Context: an optimization exercise on an open-source flow, tuned for small area, a short achievable clock period and few clock cycles per item. The choices shown serve that exercise and are no tape-out recipe.
The RTL was checked by simulation tests, not by an equivalence proof against the original design.

build 2:
Design pi_heading_aligner_top, start of the top module:
module pi_heading_aligner_top (
  input  logic                                clk_i,
  input  logic                                rst_ni,
  input  logic                                cfg_we_i,
  input  logic [pha_pkg::AddrW-1:0]           cfg_addr_i,
  input  logic [pha_pkg::CfgDataW-1:0]        cfg_wdata_i,
  input  logic                                in_valid_i,
  output logic                                in_ready_o,
  input  logic signed [pha_pkg::ErrW-1:0]     heading_error_i,
  input  logic                                target_valid_i,
  output logic                                out_valid_o,
  input  logic                                out_ready_i,
  output logic signed [pha_pkg::DriveW-1:0]   left_drive_o,
  output logic signed [pha_pkg::DriveW-1:0]   right_drive_o,
  output logic signed [pha_pkg::DriveW-1:0]   steer_value_o,
  output logic                                aligned_o
);
Size in the first run: roughly 4,100 cells after synthesis, roughly 220 flip-flops, ~0.032 mm2 of cells after synthesis.
==> flow/config.mk <==
export PLATFORM = sky130hd
export DESIGN_NAME = pi_heading_aligner_top
export DESIGN_NICKNAME = pi_heading_aligner_top
export VERILOG_FILES = /design/flow/design.v
export SDC_FILE = /design/flow/constraint.sdc
export NUM_CORES = 4
export LEC_CHECK = 0
export CAP_MARGIN = 20
export CORE_MARGIN = 2
export CORE_UTILIZATION = 40
export SLEW_MARGIN = 20
==> flow/constraint.sdc <==
create_clock -name core_clock -period 15.0 [get_ports {clk_i}]
set_input_delay 3.0000 -clock core_clock [delete_from_list [all_inputs] [get_ports {clk_i}]]
set_output_delay 3.0000 -clock core_clock [all_outputs]
set_load 0.01 [all_outputs]
standard.sh (not shown) runs the stock make flow with config.mk's settings and CLKGATE_MAP_FILE= SYNTH_SCRIPT=/design/flow/synth_recipe.tcl, a recipe that flattens the netlist after the stock synthesis.
==> flow/flow/run.sh <==
#!/bin/bash
set -euo pipefail
MARGIN=$(cat "$(dirname "$0")/setup_margin.txt")
bash standard.sh finish SETUP_SLACK_MARGIN=$MARGIN > flow_make.log 2>&1
==> flow/flow/setup_margin.txt <==
9
Testbench counts of build 2, summed over its fixed seeds: cycles 5,952, items 5,760.
#### Input delta (build 78 over build 2)
==> flow/run.sh (new file) <==
#!/bin/bash
# synth_recipe.tcl (not shown) runs the flow's synth.tcl, then flattens the netlist and writes it again
# the make line also repeats each setting of config.mk as NAME=value (left out here)
make -C /OpenROAD-flow-scripts/flow DESIGN_CONFIG=/design/flow/config.mk WORK_HOME=/design/flow/orfs CLKGATE_MAP_FILE= SYNTH_SCRIPT=/design/flow/synth_recipe.tcl finish
removed: flow/flow/run.sh
removed: flow/flow/setup_margin.txt
removed: flow/standard.sh
--- outcome ---
Against build 2 as the reference, build 78 delivers a lower final area.
Diff build 2 -> build 78 | final wirelength | down by a few percent
Re vertical die dimension: no difference whatsoever between build 2 and build 78.
The wire length of the first global-routing pass in build 78 sits about 3.7% below the value recorded for build 2.
What build 64 does differently from build 78 at the input level:
Settings: ABC_CLOCK_PERIOD_IN_PS: unset -> 3500.
==> comparison <==
Build 64 -> build 78: compound-gate portion of the synthesized area flat. Global-route usage over all layers essentially unchanged between build 78 and build 64. Build 64 -> build 78: flop and latch count out of synthesis flat. In terms of worst slack at placement, build 64 and build 78 differ only marginally.

* * *

## build 58
pi_heading_aligner_top, a different RTL version from the one above (not shown whole).
Size in the first run: roughly 250 flip-flops, roughly 0.028 mm² of cells after synthesis.
## pi_heading_aligner_top
module pi_heading_aligner_top (
  input  logic                                clk_i,
  input  logic                                rst_ni,
  input  logic                                cfg_we_i,
  input  logic [pha_pkg::AddrW-1:0]           cfg_addr_i,
  input  logic [pha_pkg::CfgDataW-1:0]        cfg_wdata_i,
  input  logic                                in_valid_i,
  output logic                                in_ready_o,
  input  logic signed [pha_pkg::ErrW-1:0]     heading_error_i,
  input  logic                                target_valid_i,
  output logic                                out_valid_o,
  input  logic                                out_ready_i,
  output logic signed [pha_pkg::DriveW-1:0]   left_drive_o,
  output logic signed [pha_pkg::DriveW-1:0]   right_drive_o,
  output logic signed [pha_pkg::DriveW-1:0]   steer_value_o,
  output logic                                aligned_o
);
==> flow/config.mk <==
export PLATFORM = sky130hd
export DESIGN_NAME = pi_heading_aligner_top
export DESIGN_NICKNAME = pi_heading_aligner_top
export VERILOG_FILES = /design/flow/design.v
export SDC_FILE = /design/flow/constraint.sdc
export NUM_CORES = 4
export LEC_CHECK = 0
export ABC_AREA = 1
export CAP_MARGIN = 20
export CORE_MARGIN = 2
export CORE_UTILIZATION = 40
export SLEW_MARGIN = 20
export TNS_END_PERCENT = 5
==> flow/constraint.sdc <==
create_clock -name core_clock -period 15.0 [get_ports {clk_i}]
set_input_delay 3.0000 -clock core_clock [delete_from_list [all_inputs] [get_ports {clk_i}]]
set_output_delay 3.0000 -clock core_clock [all_outputs]
set_load 0.01 [all_outputs]
==> flow/flow/run.sh <==
#!/bin/bash
set -euo pipefail
HERE="$(cd "$(dirname "$0")" && pwd)"
mapfile -t ARGS < "$HERE/make_args.txt"
bash standard.sh finish "${ARGS[@]}" > flow_make.log 2>&1
==> flow/flow/make_args.txt <==
SETUP_SLACK_MARGIN=9.8
BUFFER_PORTS_ARGS=-buffer_cell sky130_fd_sc_hd__buf_1
Build 58: full flow OK, the timing, design-rule and antenna checks passed
Testbench counts of build 58, summed over its fixed seeds: cycles 5,952, items 5,760.
Input changes introduced in build 55 (baseline for comparison: build 58):
==> flow/flow/make_args.txt <==
SETUP_SLACK_MARGIN=9.9
BUFFER_PORTS_ARGS=-buffer_cell sky130_fd_sc_hd__buf_1
### Flow results
- Changes observed in build 55 relative to build 58: worst setup slack went up, pin count of the biggest net entering global routing did not really move.
The following lists how build 92 was set up differently from build 55:
- TNS_END_PERCENT no longer set, was 5
==> flow/flow/make_args.txt <==
SETUP_SLACK_MARGIN=9.8
BUFFER_PORTS_ARGS=-buffer_cell sky130_fd_sc_hd__buf_1
Findings:
- Build 92 completed end to end with timing, DRC and antenna clean.
- Via count for build 92 is lower than for build 55.
- The final wirelength on build 92 is in line with that on build 55.
- Build 55 vs build 92, start point of the critical path: cfg_q[40]$_DFFE_PN0P_ vs integ_q[11]$_DFFE_PN0P_
- Cell count: build 55 vs build 92, no meaningful difference
The following lists how build 22 was set up differently from build 92:
- TNS_END_PERCENT newly set to 20
==> flow/flow/make_args.txt <==
SETUP_SLACK_MARGIN=10
BUFFER_PORTS_ARGS=-buffer_cell sky130_fd_sc_hd__buf_1
Between build 22 and build 92, it is build 22 whose sequential share of layout area is lower, by 0.55 points. Compare build 22 and build 92 | cell area higher: build 22. Wire length for build 22: 1500 µm up relative to build 92.

-- static timing again, ports no longer ideal --
Ports are ideal in the flow. The routed layouts listed here were re-timed in OpenROAD.
Step 1, drivers: a clkbuf_16 drives clk_i and a buf_2 each remaining input, both assumed.
Step 2 times the ports against the registers' clock, not the clock port: input delays grow and output delays shrink by t, the midpoint of the rising clock arrivals with the driver on.
Slacks: ideal ports / drivers / drivers and shift; pairs: ideal ports / drivers.
run | t (ns) | slack for setup (ns) | clock arrival spread, ns | slew at the worst register clock pin (ns)
build 2 | 0.611 | 8.382 / 8.382 / 8.382 | 0.023 / 0.023 | 0.07 / 0.07
build 78 | 0.623 | 7.371 / 7.371 / 7.371 | 0.029 / 0.029 | 0.07 / 0.07
build 64 | 0.623 | 7.371 / 7.371 / 7.371 | 0.029 / 0.029 | 0.07 / 0.07
build 58 | 0.639 | 9.846 / 9.846 / 9.662 | 0.023 / 0.023 | 0.07 / 0.07
build 55 | 0.640 | 9.942 / 9.942 / 9.625 | 0.022 / 0.022 | 0.07 / 0.07
build 92 | 0.623 | 9.908 / 9.908 / 9.575 | 0.025 / 0.025 | 0.06 / 0.06
build 22 | 0.623 | 9.895 / 9.895 / 9.808 | 0.026 / 0.026 | 0.07 / 0.07
After both steps setup and hold are still met in every run listed. The setup slack of build 92, which loses most, moves by 0.000 ns with the drivers and by -0.333 ns with both steps.
